What follows belongs to an exercise in optimizing a design on an open flow for small area, a short achievable clock period and few clock cycles per item; a production flow would make more cautious choices.
RTL that was checked went through simulation tests only; none was proved equivalent to the original.
Only the layout flow was run in run 3; the RTL was not checked for function there.
Power is estimated from default activity; no workload was simulated.

$ cat flow/flow/run.sh
#!/bin/bash
# The standard layout, with the port buffers made of sky130_fd_sc_hd__buf_2 cells instead of
# the delay-buffer cells the resizer picks by default.
set -euo pipefail
bash standard.sh BUFFER_PORTS_ARGS="-buffer_cell sky130_fd_sc_hd__buf_2" finish > standard_make.log 2>&1
$ cat flow/standard.sh
#!/bin/bash
# synth_recipe.tcl (not shown) runs the flow's synth.tcl, then flattens the netlist and writes it again
# the make line also repeats each setting of config.mk as NAME=value (left out here)
make -C /OpenROAD-flow-scripts/flow DESIGN_CONFIG=/design/flow/config.mk WORK_HOME=/design/flow/orfs CLKGATE_MAP_FILE= SYNTH_SCRIPT=/design/flow/synth_recipe.tcl "${@:-finish}"
$ cat flow/config.mk
export PLATFORM = sky130hd
export DESIGN_NAME = led_cube_node_to_coordinate_unit
export DESIGN_NICKNAME = led_cube_node_to_coordinate_unit
export VERILOG_FILES = /design/flow/design.v
export SDC_FILE = /design/flow/constraint.sdc
export NUM_CORES = 4
export LEC_CHECK = 0
export ABC_AREA = 1
export CAP_MARGIN = 20
export CORE_MARGIN = 2
export CORE_UTILIZATION = 40
export CTS_CLUSTER_DIAMETER = 120
export CTS_CLUSTER_SIZE = 24
export SETUP_SLACK_MARGIN = 3.3
export SLEW_MARGIN = 20
export TNS_END_PERCENT = 0
$ cat flow/constraint.sdc
create_clock -name core_clock -period 5.5 [get_ports {clk_i}]
set_input_delay 1.1000 -clock core_clock [delete_from_list [all_inputs] [get_ports {clk_i}]]
set_output_delay 1.1000 -clock core_clock [all_outputs]
set_load 0.01 [all_outputs]
$ cat flow/design.v
`timescale 1ns / 1ps
`default_nettype none
module led_cube_node_to_coordinate_unit (
  input  wire logic        clk_i,
  input  wire logic        rst_ni,
  input  wire logic        start_i,
  output logic             busy_o,
  input  wire logic [17:0] node_index_i,
  output logic             done_o,
  output logic [5:0]       voxel_x_o,
  output logic [5:0]       voxel_y_o,
  output logic [5:0]       voxel_z_o,
  output logic             index_out_of_range_o,
  input  wire logic        cfg_we_i,
  input  wire logic [2:0]  cfg_idx_i,
  input  wire logic [6:0]  cfg_data_i
);
  logic [5:0] wdim_q, hdim_q, ddim_q;
  logic [2:0] corner_q, style_q;
  logic [1:0] sstyle_q;
  logic       layer_q;
  logic [5:0] dim_wr;
  logic [2:0] style_wr;
  assign dim_wr   = (cfg_data_i == 7'd0) ? 6'd0 : (cfg_data_i > 7'd64) ? 6'd63 : 6'(cfg_data_i - 7'd1);
  assign style_wr = (cfg_data_i[2:1] == 2'b11) ? 3'd0 : cfg_data_i[2:0];
  always_ff @(posedge clk_i or negedge rst_ni) begin
    if (!rst_ni) begin
      wdim_q   <= 6'd0;
      hdim_q   <= 6'd0;
      ddim_q   <= 6'd0;
      corner_q <= 3'd0;
      style_q  <= 3'd0;
      sstyle_q <= 2'd0;
      layer_q  <= 1'b0;
    end else if (cfg_we_i) begin
      case (cfg_idx_i)
        3'd0: wdim_q   <= dim_wr;
        3'd1: hdim_q   <= dim_wr;
        3'd2: ddim_q   <= dim_wr;
        3'd3: corner_q <= cfg_data_i[2:0];
        3'd4: style_q  <= style_wr;
        3'd5: sstyle_q <= (cfg_data_i[1:0] == 2'd3) ? 2'd0 : cfg_data_i[1:0];
        3'd6: layer_q  <= cfg_data_i[0];
        default: ;
      endcase
    end
  end
  function automatic logic [5:0] orient(input logic [5:0] i);
    logic [5:0] e;
    case (i)
      {3'd0, 3'd0}: e = {3'd3, 1'b0, 1'b0, 1'b0};
      {3'd0, 3'd1}: e = {3'd2, 1'b0, 1'b0, 1'b0};
      {3'd0, 3'd2}: e = {3'd5, 1'b0, 1'b0, 1'b0};
      {3'd0, 3'd3}: e = {3'd0, 1'b0, 1'b0, 1'b0};
      {3'd0, 3'd4}: e = {3'd1, 1'b0, 1'b0, 1'b0};
      {3'd0, 3'd5}: e = {3'd4, 1'b0, 1'b0, 1'b0};
      {3'd1, 3'd0}: e = {3'd3, 1'b1, 1'b0, 1'b0};
      {3'd1, 3'd1}: e = {3'd2, 1'b0, 1'b1, 1'b0};
      {3'd1, 3'd2}: e = {3'd5, 1'b1, 1'b0, 1'b0};
      {3'd1, 3'd3}: e = {3'd0, 1'b0, 1'b0, 1'b1};
      {3'd1, 3'd4}: e = {3'd1, 1'b0, 1'b0, 1'b1};
      {3'd1, 3'd5}: e = {3'd4, 1'b0, 1'b1, 1'b0};
      {3'd2, 3'd0}: e = {3'd3, 1'b0, 1'b0, 1'b1};
      {3'd2, 3'd1}: e = {3'd2, 1'b0, 1'b0, 1'b1};
      {3'd2, 3'd2}: e = {3'd5, 1'b0, 1'b1, 1'b0};
      {3'd2, 3'd3}: e = {3'd0, 1'b0, 1'b1, 1'b0};
      {3'd2, 3'd4}: e = {3'd1, 1'b1, 1'b0, 1'b0};
      {3'd2, 3'd5}: e = {3'd4, 1'b1, 1'b0, 1'b0};
      {3'd3, 3'd0}: e = {3'd3, 1'b1, 1'b0, 1'b1};
      {3'd3, 3'd1}: e = {3'd2, 1'b0, 1'b1, 1'b1};
      {3'd3, 3'd2}: e = {3'd5, 1'b1, 1'b1, 1'b0};
      {3'd3, 3'd3}: e = {3'd0, 1'b0, 1'b1, 1'b1};
      {3'd3, 3'd4}: e = {3'd1, 1'b1, 1'b0, 1'b1};
      {3'd3, 3'd5}: e = {3'd4, 1'b1, 1'b1, 1'b0};
      {3'd4, 3'd0}: e = {3'd3, 1'b0, 1'b1, 1'b0};
      {3'd4, 3'd1}: e = {3'd2, 1'b1, 1'b0, 1'b0};
      {3'd4, 3'd2}: e = {3'd5, 1'b0, 1'b0, 1'b1};
      {3'd4, 3'd3}: e = {3'd0, 1'b1, 1'b0, 1'b0};
      {3'd4, 3'd4}: e = {3'd1, 1'b0, 1'b1, 1'b0};
      {3'd4, 3'd5}: e = {3'd4, 1'b0, 1'b0, 1'b1};
      {3'd5, 3'd0}: e = {3'd3, 1'b1, 1'b1, 1'b0};
      {3'd5, 3'd1}: e = {3'd2, 1'b1, 1'b1, 1'b0};
      {3'd5, 3'd2}: e = {3'd5, 1'b1, 1'b0, 1'b1};
      {3'd5, 3'd3}: e = {3'd0, 1'b1, 1'b0, 1'b1};
      {3'd5, 3'd4}: e = {3'd1, 1'b0, 1'b1, 1'b1};
      {3'd5, 3'd5}: e = {3'd4, 1'b0, 1'b1, 1'b1};
      {3'd6, 3'd0}: e = {3'd3, 1'b0, 1'b1, 1'b1};
      {3'd6, 3'd1}: e = {3'd2, 1'b1, 1'b0, 1'b1};
      {3'd6, 3'd2}: e = {3'd5, 1'b0, 1'b1, 1'b0};
      {3'd6, 3'd3}: e = {3'd0, 1'b1, 1'b1, 1'b0};
      {3'd6, 3'd4}: e = {3'd1, 1'b1, 1'b0, 1'b0};
      {3'd6, 3'd5}: e = {3'd4, 1'b1, 1'b1, 1'b0};
      {3'd7, 3'd0}: e = {3'd3, 1'b1, 1'b1, 1'b1};
      {3'd7, 3'd1}: e = {3'd2, 1'b1, 1'b1, 1'b1};
      {3'd7, 3'd2}: e = {3'd5, 1'b1, 1'b1, 1'b0};
      {3'd7, 3'd3}: e = {3'd0, 1'b1, 1'b1, 1'b1};
      {3'd7, 3'd4}: e = {3'd1, 1'b1, 1'b0, 1'b1};
      {3'd7, 3'd5}: e = {3'd4, 1'b1, 1'b0, 1'b0};
      default: e = 6'd0;
    endcase
    orient = e;
  endfunction
  logic [5:0] oe;
  logic [2:0] pm_q;
  logic [5:0] oe_c;
  assign oe_c = orient({corner_q, style_q});
  logic [5:0] w_m1_d, h_m1_d, d_m1_d;
  logic [8:0] sel_c;
  logic [5:0] w_m1_q, h_m1_q, d_m1_q;
  logic [2:0] refl_c;
  logic       zig_c, alt_c, rev_layer_c, revx_c;
  always_comb begin
    oe = {pm_q, oe_c[2:0]};
    case (oe[5:3])
      3'd0: begin w_m1_d = wdim_q; h_m1_d = hdim_q; d_m1_d = ddim_q; end
      3'd1: begin w_m1_d = wdim_q; h_m1_d = ddim_q; d_m1_d = hdim_q; end
      3'd2: begin w_m1_d = hdim_q; h_m1_d = wdim_q; d_m1_d = ddim_q; end
      3'd3: begin w_m1_d = hdim_q; h_m1_d = ddim_q; d_m1_d = wdim_q; end
      3'd4: begin w_m1_d = ddim_q; h_m1_d = wdim_q; d_m1_d = hdim_q; end
      3'd5: begin w_m1_d = ddim_q; h_m1_d = hdim_q; d_m1_d = wdim_q; end
      default: begin w_m1_d = wdim_q; h_m1_d = hdim_q; d_m1_d = ddim_q; end
    endcase
    case (oe[5:3])
      3'd0: sel_c = 9'b100010001;
      3'd1: sel_c = 9'b010100001;
      3'd2: sel_c = 9'b100001010;
      3'd3: sel_c = 9'b010001100;
      3'd4: sel_c = 9'b001100010;
      3'd5: sel_c = 9'b001010100;
      default: sel_c = 9'b100010001;
    endcase
    refl_c      = oe[2:0];
    zig_c       = (sstyle_q == 2'd0);
    alt_c       = (sstyle_q == 2'd2);
    rev_layer_c = !layer_q;
    revx_c      = !layer_q && !h_m1_q[0];
  end
  always_ff @(posedge clk_i) begin
    pm_q   <= oe_c[5:3];
    w_m1_q <= w_m1_d;
    h_m1_q <= h_m1_d;
    d_m1_q <= d_m1_d;
  end
  function automatic logic [6:0] dstep(input logic [5:0] r, input logic b, input logic [5:0] m);
    logic [6:0] t;
    logic [7:0] bw;
    logic       ge;
    logic [5:0] n;
    t = {r, b};
    bw[0] = 1'b1;
    for (int i = 0; i < 7; i++) bw[i+1] = (i < 6 && m[i]) ? (~t[i] | bw[i]) : (~t[i] & bw[i]);
    ge = ~bw[7];
    for (int i = 0; i < 6; i++) n[i] = t[i] ^ (ge & (m[i] ^ bw[i]));
    dstep = {ge, n};
  endfunction
  assign busy_o = 1'b0;
  logic        v_in;
  logic [17:0] idx_in;
  assign v_in   = start_i;
  assign idx_in = node_index_i;
  logic s0_ovf_1;
  logic [5:0] s0_r1_2;
  logic s1_g1_3;
  logic [5:0] s1_r1_4;
  logic s2_g1_5;
  logic [5:0] s2_r1_6;
  logic s3_g1_7;
  logic [5:0] s3_r1_8;
  logic s4_g1_9;
  logic [5:0] s4_r1_10;
  logic s5_g1_11;
  logic [5:0] s5_r1_12;
  logic s6_g1_13;
  logic [5:0] s6_r1_14;
  logic [5:0] s7_qh_15;
  logic s7_ovf_16;
  logic s7_g1_17;
  logic [5:0] s7_r1_18;
  logic s8_g2_19;
  logic [5:0] s8_r2_20;
  logic s8_g1_21;
  logic [5:0] s8_r1_22;
  logic s9_g2_23;
  logic [5:0] s9_r2_24;
  logic s9_g1_25;
  logic [5:0] s9_r1_26;
  logic s10_g2_27;
  logic [5:0] s10_r2_28;
  logic s10_g1_29;
  logic [5:0] s10_r1_30;
  logic s11_g2_31;
  logic [5:0] s11_r2_32;
  logic s11_g1_33;
  logic [5:0] s11_r1_34;
  logic s12_g2_35;
  logic [5:0] s12_r2_36;
  logic s12_g1_37;
  logic [5:0] s12_r1_38;
  logic s13_g2_39;
  logic [5:0] s13_r2_40;
  logic [5:0] s13_rc_41;
  logic s13_lo_42;
  logic [5:0] s13_u_43;
  logic [5:0] s13_uu_44;
  logic [5:0] s13_xa_45;
  logic [5:0] s13_xs_46;
  logic [5:0] s13_xr_47;
  logic [4:0] s13_zh_48;
  logic s13_oor_49;
  logic [5:0] s14_z_50;
  logic s14_revl_51;
  logic s14_fx_52;
  logic [5:0] s14_vx_53;
  logic [5:0] s14_vy_54;
  logic [5:0] s14_vz_55;
  logic [5:0] s15_ox_56;
  logic [5:0] s15_oy_57;
  logic [5:0] s15_oz_58;
  assign s0_ovf_1 = ({1'b0, idx_in[17:12]} > {1'b0, w_m1_q});
  assign s0_r1_2 = idx_in[17:12];
  assign {s1_g1_3, s1_r1_4} = dstep(s0_r1_2, idx_in[11], w_m1_q);
  assign {s2_g1_5, s2_r1_6} = dstep(p1_r1_q, p1_i10_q, w_m1_q);
  assign {s3_g1_7, s3_r1_8} = dstep(p2_r1_q, p2_i9_q, w_m1_q);
  assign {s4_g1_9, s4_r1_10} = dstep(p3_r1_q, p3_i8_q, w_m1_q);
  assign {s5_g1_11, s5_r1_12} = dstep(p4_r1_q, p4_i7_q, w_m1_q);
  assign {s6_g1_13, s6_r1_14} = dstep(p5_r1_q, p5_i6_q, w_m1_q);
  assign s7_qh_15 = {p6_q1_11_q, p6_q1_10_q, p6_q1_9_q, p6_q1_8_q, p6_q1_7_q, p6_q1_6_q};
  assign s7_ovf_16 = p6_oor_q | (s7_qh_15 > h_m1_q);
  assign {s7_g1_17, s7_r1_18} = dstep(p6_r1_q, p6_i5_q, w_m1_q);
  assign {s8_g2_19, s8_r2_20} = dstep(p7_r2_q, p7_q1_5_q, h_m1_q);
  assign {s8_g1_21, s8_r1_22} = dstep(p7_r1_q, p7_i4_q, w_m1_q);
  assign {s9_g2_23, s9_r2_24} = dstep(p8_r2_q, p8_q1_4_q, h_m1_q);
  assign {s9_g1_25, s9_r1_26} = dstep(p8_r1_q, p8_i3_q, w_m1_q);
  assign {s10_g2_27, s10_r2_28} = dstep(p9_r2_q, p9_q1_3_q, h_m1_q);
  assign {s10_g1_29, s10_r1_30} = dstep(p9_r1_q, p9_i2_q, w_m1_q);
  assign {s11_g2_31, s11_r2_32} = dstep(p10_r2_q, p10_q1_2_q, h_m1_q);
  assign {s11_g1_33, s11_r1_34} = dstep(p10_r1_q, p10_i1_q, w_m1_q);
  assign {s12_g2_35, s12_r2_36} = dstep(p11_r2_q, p11_q1_1_q, h_m1_q);
  assign {s12_g1_37, s12_r1_38} = dstep(p11_r1_q, p11_i0_q, w_m1_q);
  assign {s13_g2_39, s13_r2_40} = dstep(p12_r2_q, p12_q1_0_q, h_m1_q);
  assign s13_rc_41 = w_m1_q - p12_r1_q;
  assign s13_uu_44 = {1'b0, w_m1_q[5:1]} - {1'b0, p12_r1_q[4:0]};
  assign s13_lo_42 = ~s13_uu_44[5] & ~p12_r1_q[5];
  assign s13_u_43 = {s13_uu_44[4:0], w_m1_q[0]};
  assign s13_xa_45 = refl_c[0] ? (s13_lo_42 ? s13_u_43 : ~s13_u_43) : (s13_lo_42 ? {p12_r1_q[4:0], 1'b0} : {s13_rc_41[4:0], 1'b1});
  assign s13_xs_46 = alt_c ? s13_xa_45 : p12_r1_q;
  assign s13_xr_47 = alt_c ? s13_xa_45 : s13_rc_41;
  assign s13_zh_48 = {p12_z5_q, p12_z4_q, p12_z3_q, p12_z2_q, p12_z1_q};
  assign s13_oor_49 = p12_oor_q | (s13_zh_48 > d_m1_q[5:1]) | ((s13_zh_48 == d_m1_q[5:1]) & s13_g2_39 & ~d_m1_q[0]);
  assign s14_z_50 = {p13_z5_q, p13_z4_q, p13_z3_q, p13_z2_q, p13_z1_q, p13_z0_q};
  assign s14_revl_51 = rev_layer_c & s14_z_50[0];
  assign s14_fx_52 = zig_c & (p13_r2_q[0] ^ (revx_c & s14_z_50[0]));
  assign s14_vx_53 = (refl_c[0] ^ s14_fx_52) ? p13_xr_q : p13_xs_q;
  assign s14_vy_54 = (refl_c[1] ^ s14_revl_51) ? 6'(h_m1_q - p13_r2_q) : p13_r2_q;
  assign s14_vz_55 = refl_c[2] ? 6'(d_m1_q - s14_z_50) : s14_z_50;
  assign s15_ox_56 = {6{~p13_oor_q}} & (({6{sel_c[0]}} & s14_vx_53) | ({6{sel_c[1]}} & s14_vy_54) | ({6{sel_c[2]}} & s14_vz_55));
  assign s15_oy_57 = {6{~p13_oor_q}} & (({6{sel_c[3]}} & s14_vx_53) | ({6{sel_c[4]}} & s14_vy_54) | ({6{sel_c[5]}} & s14_vz_55));
  assign s15_oz_58 = {6{~p13_oor_q}} & (({6{sel_c[6]}} & s14_vx_53) | ({6{sel_c[7]}} & s14_vy_54) | ({6{sel_c[8]}} & s14_vz_55));
  logic p1_oor_q;
  logic [5:0] p1_r1_q;
  logic p1_i0_q;
  logic p1_i1_q;
  logic p1_i2_q;
  logic p1_i3_q;
  logic p1_i4_q;
  logic p1_i5_q;
  logic p1_i6_q;
  logic p1_i7_q;
  logic p1_i8_q;
  logic p1_i9_q;
  logic p1_i10_q;
  logic p1_q1_11_q;
  logic p2_oor_q;
  logic [5:0] p2_r1_q;
  logic p2_i0_q;
  logic p2_i1_q;
  logic p2_i2_q;
  logic p2_i3_q;
  logic p2_i4_q;
  logic p2_i5_q;
  logic p2_i6_q;
  logic p2_i7_q;
  logic p2_i8_q;
  logic p2_i9_q;
  logic p2_q1_11_q;
  logic p2_q1_10_q;
  logic p3_oor_q;
  logic [5:0] p3_r1_q;
  logic p3_i0_q;
  logic p3_i1_q;
  logic p3_i2_q;
  logic p3_i3_q;
  logic p3_i4_q;
  logic p3_i5_q;
  logic p3_i6_q;
  logic p3_i7_q;
  logic p3_i8_q;
  logic p3_q1_11_q;
  logic p3_q1_10_q;
  logic p3_q1_9_q;
  logic p4_oor_q;
  logic [5:0] p4_r1_q;
  logic p4_i0_q;
  logic p4_i1_q;
  logic p4_i2_q;
  logic p4_i3_q;
  logic p4_i4_q;
  logic p4_i5_q;
  logic p4_i6_q;
  logic p4_i7_q;
  logic p4_q1_11_q;
  logic p4_q1_10_q;
  logic p4_q1_9_q;
  logic p4_q1_8_q;
  logic p5_oor_q;
  logic [5:0] p5_r1_q;
  logic p5_i0_q;
  logic p5_i1_q;
  logic p5_i2_q;
  logic p5_i3_q;
  logic p5_i4_q;
  logic p5_i5_q;
  logic p5_i6_q;
  logic p5_q1_11_q;
  logic p5_q1_10_q;
  logic p5_q1_9_q;
  logic p5_q1_8_q;
  logic p5_q1_7_q;
  logic p6_oor_q;
  logic [5:0] p6_r1_q;
  logic p6_i0_q;
  logic p6_i1_q;
  logic p6_i2_q;
  logic p6_i3_q;
  logic p6_i4_q;
  logic p6_i5_q;
  logic p6_q1_11_q;
  logic p6_q1_10_q;
  logic p6_q1_9_q;
  logic p6_q1_8_q;
  logic p6_q1_7_q;
  logic p6_q1_6_q;
  logic p7_oor_q;
  logic [5:0] p7_r1_q;
  logic p7_i0_q;
  logic p7_i1_q;
  logic p7_i2_q;
  logic p7_i3_q;
  logic p7_i4_q;
  logic [5:0] p7_r2_q;
  logic p7_q1_5_q;
  logic p8_oor_q;
  logic [5:0] p8_r1_q;
  logic p8_i0_q;
  logic p8_i1_q;
  logic p8_i2_q;
  logic p8_i3_q;
  logic [5:0] p8_r2_q;
  logic p8_z5_q;
  logic p8_q1_4_q;
  logic p9_oor_q;
  logic [5:0] p9_r1_q;
  logic p9_i0_q;
  logic p9_i1_q;
  logic p9_i2_q;
  logic [5:0] p9_r2_q;
  logic p9_z5_q;
  logic p9_z4_q;
  logic p9_q1_3_q;
  logic p10_oor_q;
  logic [5:0] p10_r1_q;
  logic p10_i0_q;
  logic p10_i1_q;
  logic [5:0] p10_r2_q;
  logic p10_z5_q;
  logic p10_z4_q;
  logic p10_z3_q;
  logic p10_q1_2_q;
  logic p11_oor_q;
  logic [5:0] p11_r1_q;
  logic p11_i0_q;
  logic [5:0] p11_r2_q;
  logic p11_z5_q;
  logic p11_z4_q;
  logic p11_z3_q;
  logic p11_z2_q;
  logic p11_q1_1_q;
  logic p12_oor_q;
  logic [5:0] p12_r1_q;
  logic [5:0] p12_r2_q;
  logic p12_z5_q;
  logic p12_z4_q;
  logic p12_z3_q;
  logic p12_z2_q;
  logic p12_z1_q;
  logic p12_q1_0_q;
  logic p13_oor_q;
  logic [5:0] p13_r2_q;
  logic p13_z5_q;
  logic p13_z4_q;
  logic p13_z3_q;
  logic p13_z2_q;
  logic p13_z1_q;
  logic p13_z0_q;
  logic [5:0] p13_xs_q;
  logic [5:0] p13_xr_q;
  logic p14_oor_q;
  logic [5:0] p14_ox_q;
  logic [5:0] p14_oy_q;
  logic [5:0] p14_oz_q;
  logic p1_v_q;
  logic p2_v_q;
  logic p3_v_q;
  logic p4_v_q;
  logic p5_v_q;
  logic p6_v_q;
  logic p7_v_q;
  logic p8_v_q;
  logic p9_v_q;
  logic p10_v_q;
  logic p11_v_q;
  logic p12_v_q;
  logic p13_v_q;
  logic p14_v_q;
  always_ff @(posedge clk_i or negedge rst_ni) begin
    if (!rst_ni) begin
      p1_v_q <= 1'b0;
      p2_v_q <= 1'b0;
      p3_v_q <= 1'b0;
      p4_v_q <= 1'b0;
      p5_v_q <= 1'b0;
      p6_v_q <= 1'b0;
      p7_v_q <= 1'b0;
      p8_v_q <= 1'b0;
      p9_v_q <= 1'b0;
      p10_v_q <= 1'b0;
      p11_v_q <= 1'b0;
      p12_v_q <= 1'b0;
      p13_v_q <= 1'b0;
      p14_v_q <= 1'b0;
    end else begin
      p1_v_q <= v_in;
      p2_v_q <= p1_v_q;
      p3_v_q <= p2_v_q;
      p4_v_q <= p3_v_q;
      p5_v_q <= p4_v_q;
      p6_v_q <= p5_v_q;
      p7_v_q <= p6_v_q;
      p8_v_q <= p7_v_q;
      p9_v_q <= p8_v_q;
      p10_v_q <= p9_v_q;
      p11_v_q <= p10_v_q;
      p12_v_q <= p11_v_q;
      p13_v_q <= p12_v_q;
      p14_v_q <= p13_v_q;
    end
  end
  always_ff @(posedge clk_i) begin
    p1_oor_q <= s0_ovf_1;
    p1_r1_q <= s1_r1_4;
    p1_i0_q <= idx_in[0];
    p1_i1_q <= idx_in[1];
    p1_i2_q <= idx_in[2];
    p1_i3_q <= idx_in[3];
    p1_i4_q <= idx_in[4];
    p1_i5_q <= idx_in[5];
    p1_i6_q <= idx_in[6];
    p1_i7_q <= idx_in[7];
    p1_i8_q <= idx_in[8];
    p1_i9_q <= idx_in[9];
    p1_i10_q <= idx_in[10];
    p1_q1_11_q <= s1_g1_3;
    p2_oor_q <= p1_oor_q;
    p2_r1_q <= s2_r1_6;
    p2_i0_q <= p1_i0_q;
    p2_i1_q <= p1_i1_q;
    p2_i2_q <= p1_i2_q;
    p2_i3_q <= p1_i3_q;
    p2_i4_q <= p1_i4_q;
    p2_i5_q <= p1_i5_q;
    p2_i6_q <= p1_i6_q;
    p2_i7_q <= p1_i7_q;
    p2_i8_q <= p1_i8_q;
    p2_i9_q <= p1_i9_q;
    p2_q1_11_q <= p1_q1_11_q;
    p2_q1_10_q <= s2_g1_5;
    p3_oor_q <= p2_oor_q;
    p3_r1_q <= s3_r1_8;
    p3_i0_q <= p2_i0_q;
    p3_i1_q <= p2_i1_q;
    p3_i2_q <= p2_i2_q;
    p3_i3_q <= p2_i3_q;
    p3_i4_q <= p2_i4_q;
    p3_i5_q <= p2_i5_q;
    p3_i6_q <= p2_i6_q;
    p3_i7_q <= p2_i7_q;
    p3_i8_q <= p2_i8_q;
    p3_q1_11_q <= p2_q1_11_q;
    p3_q1_10_q <= p2_q1_10_q;
    p3_q1_9_q <= s3_g1_7;
    p4_oor_q <= p3_oor_q;
    p4_r1_q <= s4_r1_10;
    p4_i0_q <= p3_i0_q;
    p4_i1_q <= p3_i1_q;
    p4_i2_q <= p3_i2_q;
    p4_i3_q <= p3_i3_q;
    p4_i4_q <= p3_i4_q;
    p4_i5_q <= p3_i5_q;
    p4_i6_q <= p3_i6_q;
    p4_i7_q <= p3_i7_q;
    p4_q1_11_q <= p3_q1_11_q;
    p4_q1_10_q <= p3_q1_10_q;
    p4_q1_9_q <= p3_q1_9_q;
    p4_q1_8_q <= s4_g1_9;
    p5_oor_q <= p4_oor_q;
    p5_r1_q <= s5_r1_12;
    p5_i0_q <= p4_i0_q;
    p5_i1_q <= p4_i1_q;
    p5_i2_q <= p4_i2_q;
    p5_i3_q <= p4_i3_q;
    p5_i4_q <= p4_i4_q;
    p5_i5_q <= p4_i5_q;
    p5_i6_q <= p4_i6_q;
    p5_q1_11_q <= p4_q1_11_q;
    p5_q1_10_q <= p4_q1_10_q;
    p5_q1_9_q <= p4_q1_9_q;
    p5_q1_8_q <= p4_q1_8_q;
    p5_q1_7_q <= s5_g1_11;
    p6_oor_q <= p5_oor_q;
    p6_r1_q <= s6_r1_14;
    p6_i0_q <= p5_i0_q;
    p6_i1_q <= p5_i1_q;
    p6_i2_q <= p5_i2_q;
    p6_i3_q <= p5_i3_q;
    p6_i4_q <= p5_i4_q;
    p6_i5_q <= p5_i5_q;
    p6_q1_11_q <= p5_q1_11_q;
    p6_q1_10_q <= p5_q1_10_q;
    p6_q1_9_q <= p5_q1_9_q;
    p6_q1_8_q <= p5_q1_8_q;
    p6_q1_7_q <= p5_q1_7_q;
    p6_q1_6_q <= s6_g1_13;
    p7_oor_q <= s7_ovf_16;
    p7_r1_q <= s7_r1_18;
    p7_i0_q <= p6_i0_q;
    p7_i1_q <= p6_i1_q;
    p7_i2_q <= p6_i2_q;
    p7_i3_q <= p6_i3_q;
    p7_i4_q <= p6_i4_q;
    p7_r2_q <= s7_qh_15;
    p7_q1_5_q <= s7_g1_17;
    p8_oor_q <= p7_oor_q;
    p8_r1_q <= s8_r1_22;
    p8_i0_q <= p7_i0_q;
    p8_i1_q <= p7_i1_q;
    p8_i2_q <= p7_i2_q;
    p8_i3_q <= p7_i3_q;
    p8_r2_q <= s8_r2_20;
    p8_z5_q <= s8_g2_19;
    p8_q1_4_q <= s8_g1_21;
    p9_oor_q <= p8_oor_q;
    p9_r1_q <= s9_r1_26;
    p9_i0_q <= p8_i0_q;
    p9_i1_q <= p8_i1_q;
    p9_i2_q <= p8_i2_q;
    p9_r2_q <= s9_r2_24;
    p9_z5_q <= p8_z5_q;
    p9_z4_q <= s9_g2_23;
    p9_q1_3_q <= s9_g1_25;
    p10_oor_q <= p9_oor_q;
    p10_r1_q <= s10_r1_30;
    p10_i0_q <= p9_i0_q;
    p10_i1_q <= p9_i1_q;
    p10_r2_q <= s10_r2_28;
    p10_z5_q <= p9_z5_q;
    p10_z4_q <= p9_z4_q;
    p10_z3_q <= s10_g2_27;
    p10_q1_2_q <= s10_g1_29;
    p11_oor_q <= p10_oor_q;
    p11_r1_q <= s11_r1_34;
    p11_i0_q <= p10_i0_q;
    p11_r2_q <= s11_r2_32;
    p11_z5_q <= p10_z5_q;
    p11_z4_q <= p10_z4_q;
    p11_z3_q <= p10_z3_q;
    p11_z2_q <= s11_g2_31;
    p11_q1_1_q <= s11_g1_33;
    p12_oor_q <= p11_oor_q;
    p12_r1_q <= s12_r1_38;
    p12_r2_q <= s12_r2_36;
    p12_z5_q <= p11_z5_q;
    p12_z4_q <= p11_z4_q;
    p12_z3_q <= p11_z3_q;
    p12_z2_q <= p11_z2_q;
    p12_z1_q <= s12_g2_35;
    p12_q1_0_q <= s12_g1_37;
    p13_oor_q <= s13_oor_49;
    p13_r2_q <= s13_r2_40;
    p13_z5_q <= p12_z5_q;
    p13_z4_q <= p12_z4_q;
    p13_z3_q <= p12_z3_q;
    p13_z2_q <= p12_z2_q;
    p13_z1_q <= p12_z1_q;
    p13_z0_q <= s13_g2_39;
    p13_xs_q <= s13_xs_46;
    p13_xr_q <= s13_xr_47;
    p14_oor_q <= p13_oor_q;
    p14_ox_q <= s15_ox_56;
    p14_oy_q <= s15_oy_57;
    p14_oz_q <= s15_oz_58;
  end
  assign done_o               = p14_v_q;
  assign voxel_x_o            = p14_ox_q;
  assign voxel_y_o            = p14_oy_q;
  assign voxel_z_o            = p14_oz_q;
  assign index_out_of_range_o = p14_oor_q;
endmodule
`default_nettype wire
==> reports/qor.csv, run 1 <==
metric,value,unit
place_ws,2.47,ns
reg2reg_depth,12,
diodes,0,
fin_crit_sh,0.387,
ys_ff_latch,334,
first_pass_iters,5,
row_count,72,
synth_area,15500,um2
maxCapViolCount,0,
antenna_found_initial,0,
clk_path_buf_depth,3,
grt.total_usage,0.167,
status,"complete, no violations",
drt-total-wl,33600,um
gp_congestion,0.837,
hp-class,register to register,
grt_start_max_net_pins,51,
initial_core_util,0.403,
async_reset_ff_frac,0.123,
synth-edff-count,0,
yosysWarnings,19,
synth_cells,2121,
whs_path_depth,0,
cts_tree,yes,
core_area,38500,um2
p_per_area,688,nW/um2
clock_sinks,334,
regArea,6920,um2
postSynthAreaPerCell,7.31,um2
max_slew.worst_pin.slew,0.902,ns
fin_tns_setup,0,ns
yosys.area.top_type,dfxtp_1,
max_stage_delay,0.36,ns
worst-setup-path-type,register to output pin,
clk_pin_slew_worst_paths,0.11,ns
drc,0,
multiInputGateArea,7200,um2
place_area,16100,um2
timing.fmax,470,MHz
clock_latency,0.54,ns
crit_cells,1,
fillers,3890,
yosys-top-cells-count,"nand2_1 (753), inv_1 (323), dfxtp_1 (293)",
port_buffers,51,
crit_chain,buf_2,
grt_pass1_wl,56200,um
fin_ws,3.37,ns
grt_pass1_vias,11731,
max_slew_margin,0.398,
synth.area.top_cells,"dfxtp_1 (38%), nand2_1 (18%), inv_1 (7.8%)",
drt_iter0_drc,629,
synth.most_common_cell,nand2_1,
crit_path_max_fanout,1,
grt_overflow_total,0,
cts_hold_repair.buffers,0,
ys_types,41,
ios,53,
drive_gt1_frac,0.118,
stdcell_area,16900,um2
dp_cells,2643,
nets,2247,
num_vias,12607,
place_hpwl,24800,um
setup_viol,0,
cp-end-kind,output pin,
syn_to_final_growth,9.10,%
cpMaxStageDelayCell,dfrtp_1,
cts-root-buf,clkbuf_16,
synthesis.nets,2204,
die_w,201,um
dieArea,40400,um2
slew_violations,0,
cp.arrival,1.03,ns
ys_seq_area_frac,0.444,
cp_top_family,flip-flops,
fin_crit,2.13,ns
crit_path_start_kind,register,
synth_ff_type,dfxtp_1,
skew,0.0226,ns
via_per_inst,4.70,
rsz0062_at_grt,yes,
cp_num_buf_inv,1,
timing.reg2reg.setup_slack,3.41,ns
worstPathRequired,4.40,ns
htreeDepth,1,
hold_viol_final,0,
cts_buffers,17,
ir_drop,0.452,mV
ant_nets,0,
final_cell_count_no_fill,2685,
yosys.area.top_type_share,0.378,
p_leak,9.24,nW
die-height,201,um
avgRoutedWirePerCell,12.5,um
## metrics by stage
step	total power, mW	utilization	hold slack, ns
final	11.6	0.440	0.311
after CTS	11.4	0.431	0.319
after global placement	9.77	0.417	0.310
after global routing	13.0	0.440	0.322
after floorplan	8.78	-	0.310
after detailed placement	9.95	0.417	0.312
## report_power, final
group          internal [mW]  leakage (nW)  switching (mW)
Sequential              3.30          2.95           0.614
Clock                  0.584         0.225           0.767
Combinational           2.27          6.07            4.11
Total                   6.15          9.24            5.49
## layout make-up
type / instances / area share
flip-flops and latches: 334 / 0.409
multi-input cells: 1410 / 0.426
clock inverters: 1 / 0.000517
repair buffers: 71 / 0.0240
well taps: 518 / 0.0383
clock buffers: 21 / 0.0266
inverters: 330 / 0.0761
## cells by family (layout without fill, tap and decap cells)
group	after synthesis	in the layout	synth area share
flops	334	334	0.444
xor+xnor	19	19	0.0107
buf+inv	379	423	0.105
mux	1	1	0.000726
fa+ha+maj	51	51	0.0431
simple gates	1183	1185	0.341
compound gates	153	153	0.0558
other cells	1	1	0.000242
## worst paths after layout
path | from | endpoint
worst max-delay path | p14_v_q | done_o
worst min-delay path | p3_i3_q | p4_i3_q
worst max register to register | p12_r1_q[1] | p13_xs_q[1]
worst min register to register | p3_i3_q | p4_i3_q
max in group asynchronous | rst_ni | style_q[1]
min in group asynchronous | rst_ni | p4_v_q
## repair_timing
action,4_1_cts,5_1_grt
setup endpoints to repair,159,154
setup buffers,4,14
pin swaps,0,8
gates resized for setup,27,50
gates cloned,0,2
## cells in the final DEF (no fill, tap or decap), types with 12 or more instances in the layout
cell type / count
nand2_1: 746
inv_1: 317
dfxtp_1: 286
nand3_1: 204
nor2_1: 84
o21ai_0: 75
nand2_2: 57
nand3_2: 57
buf_2: 51
ha_1: 45
dfrtp_1: 38
a21oi_1: 30
buf_4: 20
clkbuf_16: 17
o221ai_1: 12
nand3b_1: 12
## per-layer routing
metal	track usage	wire length, um
met5	0	0
met4	0.0429	796
met3	0.0201	1120
met2	0.285	15400
met1	0.224	16200
Testbench counts, summed over its fixed seeds: cycles 32,448, items 32,000.
==> inputs of run 2 (changes only) <==
--- a/flow/config.mk
+++ b/flow/config.mk
@@ -6,11 +6,11 @@
 export NUM_CORES = 4
 export LEC_CHECK = 0
 export ABC_AREA = 1
-export CAP_MARGIN = 20
+export CAP_MARGIN = 5
 export CORE_MARGIN = 2
 export CORE_UTILIZATION = 40
 export CTS_CLUSTER_DIAMETER = 120
 export CTS_CLUSTER_SIZE = 24
 export SETUP_SLACK_MARGIN = 3.3
-export SLEW_MARGIN = 20
+export SLEW_MARGIN = 5
 export TNS_END_PERCENT = 0
==> run 2 against run 1 <==
Net effect:
- still clean
- synthesized cell count stayed put
- cell area stayed put
- clock skew stayed put
- combinational power hardly changed
- largest cell class unchanged
- largest power group unchanged
==> reports/qor.csv, run 2 <==
metric,value,unit,change
core_area,38500,um2,unchanged
worstPathRequired,4.40,ns,about the same
cpMaxStageDelayCell,dfrtp_1,,
max_slew_margin,0.398,,unchanged
rsz0062_at_grt,yes,,
place_hpwl,24800,um,unchanged
hold_viol_final,0,,unchanged
cp.arrival,1.03,ns,about the same
nets,2247,,unchanged
hp-class,register to register,,
skew,0.0226,ns,unchanged
syn_to_final_growth,9.10,%,unchanged
status,"complete, no violations",,
htreeDepth,1,,unchanged
dieArea,40400,um2,unchanged
timing.fmax,470,MHz,unchanged
synth.area.top_cells,"dfxtp_1 (38%), nand2_1 (18%), inv_1 (7.8%)",,
ant_nets,0,,unchanged
pwr-share-clk,0.116,,about the same
yosys.area.top_type,dfxtp_1,,
max_stage_delay,0.36,ns,about the same
mostFrequentLayoutCells,"nand2_1 (746), inv_1 (317), dfxtp_1 (286)",,
die_w,201,um,unchanged
gp_congestion,0.837,,unchanged
cp-end-kind,output pin,,
synth_cells,2121,,unchanged
maxCapViolCount,0,,unchanged
fin_crit,2.13,ns,unchanged
synthesis.nets,2204,,unchanged
diodes,0,,unchanged
first_pass_iters,5,,unchanged
intPower,6.15,mW,unchanged
avgRoutedWirePerCell,12.5,um,unchanged
drive_gt1_frac,0.118,,unchanged
slew_violations,0,,unchanged
clock_sinks,334,,unchanged
antenna_found_initial,0,,unchanged
p_sw,5.49,mW,unchanged
cts_tree,yes,,
final_core_util,0.440,,unchanged
p_leak,9.24,nW,unchanged
num_vias,12607,,unchanged
ios,53,,unchanged
fin_crit_sh,0.387,,unchanged
clk_pin_slew_worst_paths,0.11,ns,about the same
yosys.area.top_type_share,0.378,,unchanged
yosys-top-cells-count,"nand2_1 (753), inv_1 (323), dfxtp_1 (293)",,
max_slew.worst_pin.slew,0.902,ns,unchanged
async_reset_ff_frac,0.123,,unchanged
setup_viol,0,,unchanged
fin_tns_setup,0,ns,unchanged
cts_buffers,17,,unchanged
ys_seq_area_frac,0.444,,unchanged
grt.total_usage,0.167,,unchanged
worst-setup-path-type,register to output pin,,
ys_types,41,,unchanged
crit_chain,buf_2,,
grt_overflow_total,0,,unchanged
synth_area,15500,um2,unchanged
yosysWarnings,19,,unchanged
p_per_area,688,nW/um2,unchanged
synth_ff_type,dfxtp_1,,
synth.most_common_cell,nand2_1,,
grt_start_max_net_pins,51,,unchanged
ys_ff_latch,334,,unchanged
crit_path_start_kind,register,,
postSynthAreaPerCell,7.31,um2,unchanged
fin_ws,3.37,ns,unchanged
pwr-share-seq,0.336,,about the same
grt_pass1_wl,56200,um,unchanged
ir_drop,0.452,mV,unchanged
clock_latency,0.54,ns,about the same
mostFrequentLayoutCell,nand2_1,,
drt-total-wl,33600,um,unchanged
port_buffers,51,,unchanged
synth-edff-count,0,,unchanged
cp_top_family,flip-flops,,
clk_path_buf_depth,3,,unchanged
row_count,72,,unchanged
crit_path_max_fanout,1,,unchanged
die-height,201,um,unchanged
cts-root-buf,clkbuf_16,,
cp_num_buf_inv,1,,unchanged
via_per_inst,4.70,,unchanged
drc,0,,unchanged
pwr-share-comb,0.548,,about the same
place_ws,2.47,ns,unchanged
grt_pass1_vias,11731,,unchanged
switching_share,0.472,,unchanged
drt_iter0_drc,629,,unchanged
initial_core_util,0.403,,unchanged
-- run 2: cell counts in the layout (fill, tap and decap cells not counted) --
No cell type changed its count.
-- run 2: what timing repair did --
item	4_1_cts	5_1_grt
setup buffers	4	14
pin swaps	0	8
endpoints found under the setup margin	159	154
gates cloned	0	2
resized for setup	27	50
hold buffers	0	0
-- run 2: area by class of cell --
cell class	count	area, um2
flip-flops and latches	334	6920
inverters	330	1290
repair buffers	71	405
fillers	3890	21500
clock buffers	21	450
clock inverters	1	8.76
well taps	518	648
multi-input cells	1410	7200
-- run 2: final timing paths --
path	from	to	slack, ns	cells past startpoint
max in group asynchronous	rst_ni	style_q[1]	4.19	1
min in group asynchronous	rst_ni	p4_v_q	0.68	1
worst max register to register	p12_r1_q[1]	p13_xs_q[1]	3.41	12
worst min-delay path	p3_i3_q	p4_i3_q	0.31	0
worst min register to register	p3_i3_q	p4_i3_q	0.31	0
worst max-delay path	p14_v_q	done_o	3.37	1
-- run 2: power groups by stage --
| stage | clock [mW] | combinational [mW] | sequential (mW) |
|---|---|---|---|
| 2_1_floorplan | 0 | 5.06 | 3.72 |
| 3_3_place_gp | 0 | 5.80 | 3.97 |
| 3_5_place_dp | 0 | 5.97 | 3.98 |
| 4_1_cts | 1.41 | 6.07 | 3.93 |
| 5_1_grt | 1.50 | 7.45 | 4.02 |
| 6_report | 1.35 | 6.38 | 3.91 |
-- run 2: logic make-up after synthesis --
kind of cell | count (synthesis) | synth area share
and+or+nand+nor | 1183 | 0.341
buffers and inverters | 379 | 0.105
DFF | 334 | 0.444
AOI/OAI and AO/OA | 153 | 0.0558
adders and majority gates | 51 | 0.0431
xor gates and xnor gates | 19 | 0.0107
other | 1 | 0.000242
muxes | 1 | 0.000726
-- run 2: layer usage --
metal | global-route usage | wire length (um)
met1 | 0.224 | 16200
met2 | 0.285 | 15400
met3 | 0.0201 | 1120
met4 | 0.0429 | 796
met5 | 0 | 0
-- run 2: metrics by stage --
| stage | instance area (um2) | hold WS, ns | cells | power (mW) |
|---|---|---|---|---|
| after floorplan | 15500 | 0.310 | 2121 | 8.78 |
| after CTS | 16600 | 0.319 | 2669 | 11.4 |
| after global placement | 16100 | 0.310 | 2643 | 9.77 |
| final | 16900 | 0.311 | 2685 | 11.6 |
| after detailed placement | 16100 | 0.312 | 2643 | 9.95 |
| after global routing | 16900 | 0.322 | 2685 | 13.0 |
==> inputs of run 3 (changes only) <==
--- a/flow/design.v
+++ b/flow/design.v
@@ -101,16 +101,13 @@
     orient = e;
   endfunction
   logic [5:0] oe;
-  logic [2:0] pm_q;
-  logic [5:0] oe_c;
-  assign oe_c = orient({corner_q, style_q});
   logic [5:0] w_m1_d, h_m1_d, d_m1_d;
   logic [8:0] sel_c;
   logic [5:0] w_m1_q, h_m1_q, d_m1_q;
   logic [2:0] refl_c;
   logic       zig_c, alt_c, rev_layer_c, revx_c;
   always_comb begin
-    oe = {pm_q, oe_c[2:0]};
+    oe = orient({corner_q, style_q});
     case (oe[5:3])
       3'd0: begin w_m1_d = wdim_q; h_m1_d = hdim_q; d_m1_d = ddim_q; end
       3'd1: begin w_m1_d = wdim_q; h_m1_d = ddim_q; d_m1_d = hdim_q; end
@@ -136,7 +133,6 @@
     revx_c      = !layer_q && !h_m1_q[0];
   end
   always_ff @(posedge clk_i) begin
-    pm_q   <= oe_c[5:3];
     w_m1_q <= w_m1_d;
     h_m1_q <= h_m1_d;
     d_m1_q <= d_m1_d;
--- a/flow/config.mk
+++ b/flow/config.mk
@@ -6,11 +6,11 @@
 export NUM_CORES = 4
 export LEC_CHECK = 0
 export ABC_AREA = 1
-export CAP_MARGIN = 5
+export CAP_MARGIN = 20
 export CORE_MARGIN = 2
 export CORE_UTILIZATION = 40
 export CTS_CLUSTER_DIAMETER = 120
 export CTS_CLUSTER_SIZE = 24
 export SETUP_SLACK_MARGIN = 3.3
-export SLEW_MARGIN = 5
+export SLEW_MARGIN = 20
 export TNS_END_PERCENT = 0
==> run 3 against run 2 <==
Net effect:
- global-route usage up 0.086 points
- via count down 1.3%
- combinational power is 7.8% lower
- cell count is 2.3% lower
- worst hold slack improved by 0.0073 ns
- sequential share of layout area is 0.55 points higher
- die area is 4.1% lower
- routed wire length down 4.2%
- clock power about the same
- still clean
- utilization is 1.2 points higher
- critical path depth rose by 15
==> reports/qor.csv, run 3 <==
metric,value,unit,change
status,"complete, no violations",,
crit_path_max_fanout,15,,+14
met2_usage,0.290,,+0.00428
synth.area.top_cells,"dfxtp_1 (39%), nand2_1 (21%), nand3_1 (9.0%)",,
slew_violations,0,,unchanged
grt_overflow_total,0,,unchanged
cts_tree,yes,,
p_leak,9.27,nW,+0.28%
fillers,3719,,-4.4%
ys_types,40,,-2.4%
num_vias,12440,,-1.3%
gp_congestion,0.882,,+5.4%
skew,0.0291,ns,+0.00649 ns
synth.most_common_cell,nand2_1,,
yosys.area.top_type,dfxtp_1,,
holdCritStartpoint,p9_z4_q,,
antenna_found_initial,0,,unchanged
async_reset_ff_frac,0.124,,+0.00111
diodes,0,,unchanged
timing.hold.ws,0.319,ns,+0.00726 ns
yosys.area.top_type_share,0.391,,+0.0126
htreeDepth,1,,unchanged
cpMaxStageDelayCell,dfxtp_1,,
drt_iter0_drc,737,,+17%
max_slew_margin,0.419,,+0.0203
nets,2234,,-0.58%
hp-class,register to register,,
yosysWarnings,19,,unchanged
cts-root-buf,clkbuf_16,,
max_slew.worst_pin.slew,0.872,ns,-0.0304 ns
setup_viol,0,,unchanged
synth-edff-count,0,,unchanged
syn_to_final_growth,11.3,%,
port_buffers,51,,unchanged
fin_crit,2.14,ns,+0.0104 ns
dieArea,38700,um2,-4.1%
die-height,197,um,-2.1%
synth_ff_type,dfxtp_1,,
worstReg2RegEnd,p13_xr_q[3],,
first_pass_iters,4,,-1
hold_viol_final,0,,unchanged
grt_use_met3,0.0185,,-0.00165
mostFrequentLayoutCell,nand2_1,,
drt-total-wl,32200,um,-4.2%
grt.total_usage,0.168,,+0.000856
ys_seq_area_frac,0.460,,+0.0156
min_delay_worst_endpoint,p10_z4_q,,
timing.reg2reg.setup_slack,3.36,ns,-0.05 ns
fin_ws,3.36,ns,-0.0104 ns
fin_crit_sh,0.389,,+0.00189
core_area,36600,um2,-4.8%
die_w,197,um,-2.1%
p_per_area,670,nW/um2,-2.6%
initial_core_util,0.406,,+0.00255
worst-setup-path-type,register to register,,
maxCapViolCount,0,,unchanged
avgRoutedWirePerCell,12.3,um,-1.9%
ios,53,,unchanged
reg2reg_depth,16,,+4
top_usage_layer,met2,,
grt_pass1_wl,54000,um,-3.8%
place_hpwl,23500,um,-5.3%
synth_area,14900,um2,-4.2%
cp_num_buf_inv,3,,+2
critPathMostFrequentCell,nand2_1,,
cts_buffers,17,,unchanged
synth_cells,2110,,-0.52%
max_stage_delay,0.38,ns,+0.02 ns
synthesis.nets,2191,,-0.59%
crit_path_start_kind,register,,
postSynthAreaPerCell,7.04,um2,-3.7%
grtUsageMet1,0.226,,+0.00191
timing.fmax,468,MHz,-0.49%
cp-end-kind,register,,
whs_path_depth,0,,unchanged
yosys-top-cells-count,"nand2_1 (828), inv_1 (332), dfxtp_1 (290)",,
final_core_util,0.452,,+0.0116
ys_ff_latch,331,,-0.90%
cts_hold_repair.buffers,0,,unchanged
cp_top_family,compound AO/OA/AOI/OAI gates,,
clock_latency,0.53,ns,about the same
finalPower,11.1,mW,-4.9%
via_per_inst,4.74,,+0.97%
drive_gt1_frac,0.0830,,-0.0347
ir_drop,0.309,mV,-32%
clk_path_buf_depth,3,,unchanged
worstPathRequired,5.98,ns,+1.58 ns
grt_pass1_vias,11264,,-4.0%
place_ws,2.55,ns,+0.0828 ns
clock_sinks,331,,-0.90%
drc,0,,unchanged
clk_pin_slew_worst_paths,0.10,ns,about the same
r2r-start,w_m1_q[3],,
rsz0062_at_grt,yes,,
mostFrequentLayoutCells,"nand2_1 (810), inv_1 (328), dfxtp_1 (283)",,
row_count,70,,-2.8%
grt_start_max_net_pins,51,,unchanged
crit_chain,buf_12 > ha_4 > nand2_1 > nand2_1 > a31oi_2 > inv_1 > a21oi_1 > o21bai_1 > nand2_2 > buf_12 > nand2_1 > o21ai_0 > nand2_1 > o21ai_0 > nand2_1 > nand2_1,,
ant_nets,0,,unchanged
cp.arrival,2.62,ns,+1.59 ns
fin_tns_setup,0,ns,unchanged
[run 3: changes by cell type after synthesis, sizes merged, moves of 7 or more]
cell,previous run,this run
nand2,803,831
nor2,84,57
nand3b,12,1
inv,330,338
xor2,12,20
o22ai,7,0
[run 3: how the worst max path moves through the flow]
| stage | from | to | cells past startpoint |
|---|---|---|---|
| detailed placement | style_q[1] | p14_oz_q[5] | 16 |
| global placement | style_q[1] | p14_oz_q[5] | 16 |
| floorplan | node_index_i[11] | p1_r1_q[0] | 15 |
| global route | node_index_i[11] | p1_r1_q[5] | 15 |
| CTS | style_q[2] | p14_oy_q[5] | 12 |
| finish | w_m1_q[3] | p13_xr_q[3] | 16 |
[run 3: power breakdown]
group | switching [mW] | leakage, nW | internal [mW]
clock network | 0.765 | 0.222 | 0.571
registers | 0.600 | 2.92 | 3.26
logic | 3.76 | 6.13 | 2.13
total | 5.12 | 9.27 | 5.95
[run 3: final cells by class]
cell class | count | area [um2] | share of cell area
multi-input combinational | 1394 | 6890 | 0.417
sequential | 331 | 6850 | 0.414
inverter | 338 | 1300 | 0.0784
tap | 468 | 586 | 0.0354
timing repair buffer | 71 | 459 | 0.0278
clock buffer | 20 | 437 | 0.0264
clock inverter | 2 | 15.0 | 0.000908
[run 3: logic make-up after synthesis]
kind of cell | after synthesis | synth area share
buffers and inverters | 386 | 0.102
adders and majority gates | 49 | 0.0433
muxes | 1 | 0.000758
other | 1 | 0.000252
DFF | 331 | 0.460
AOI/OAI and AO/OA | 144 | 0.0544
and+or+nand+nor | 1174 | 0.323
xor gates and xnor gates | 24 | 0.0159
[run 3: worst register-to-register path, cell delays in order (launching register included)]
cell      delay (ns)
dfxtp_1         0.38
buf_12          0.18
ha_4            0.23
nand2_1         0.06
nand2_1         0.06
a31oi_2         0.18
inv_1           0.07
a21oi_1         0.14
o21bai_1        0.09
nand2_2         0.13
buf_12          0.13
nand2_1         0.04
o21ai_0         0.08
nand2_1         0.07
o21ai_0         0.09
nand2_1         0.11
nand2_1         0.07
[run 3: layer usage]
metal / vias up / share of wire
met5: - / 0
met4: 0 / 0.022
met3: 43 / 0.038
met2: 207 / 0.46
met1: 5608 / 0.48
li1: 6582 / -
[run 3: per-stage QoR]
| step | std cells | cell area, um2 |
|---|---|---|
| after floorplan | 2110 | 14900 |
| after global placement | 2583 | 15500 |
| after detailed placement | 2583 | 15500 |
| after CTS | 2612 | 16200 |
| after global routing | 2624 | 16500 |
| final | 2624 | 16500 |
[run 3: repair_timing]
item,CTS,global route
resized for setup,42,58
setup buffers,7,11
endpoints found under the setup margin,171,170
gates cloned,0,1
pin swaps,2,1

-- re-timing with driven ports --
Ports are ideal in the flow. The routed layouts listed here were re-timed in OpenROAD. Step 1 sets driving cells, clkbuf_16 on the clock port and buf_2 on the other inputs (assumed; they add their load-dependent delay and slew). Step 2 times the ports against the registers' clock, not the clock port: input delays grow and output delays shrink by t, the midpoint of the rising clock arrivals with the driver on. Three values: ideal, step 1, step 2; two values: the first two.
run | t (ns) | setup WS [ns] | worst setup path after step 2 | worst register clock-pin slew, ns
run 1 | 0.580 | 3.373 / 3.320 / 2.892 | input to register | 0.11 / 0.11
run 2 | 0.580 | 3.373 / 3.320 / 2.892 | input to register | 0.11 / 0.11
run 3 | 0.570 | 3.362 / 3.327 / 2.865 | input to register | 0.10 / 0.10
After both steps every run listed still meets setup and hold. The setup slack of run 3, which loses most, moves by -0.035 ns with the drivers and by -0.497 ns with both steps.
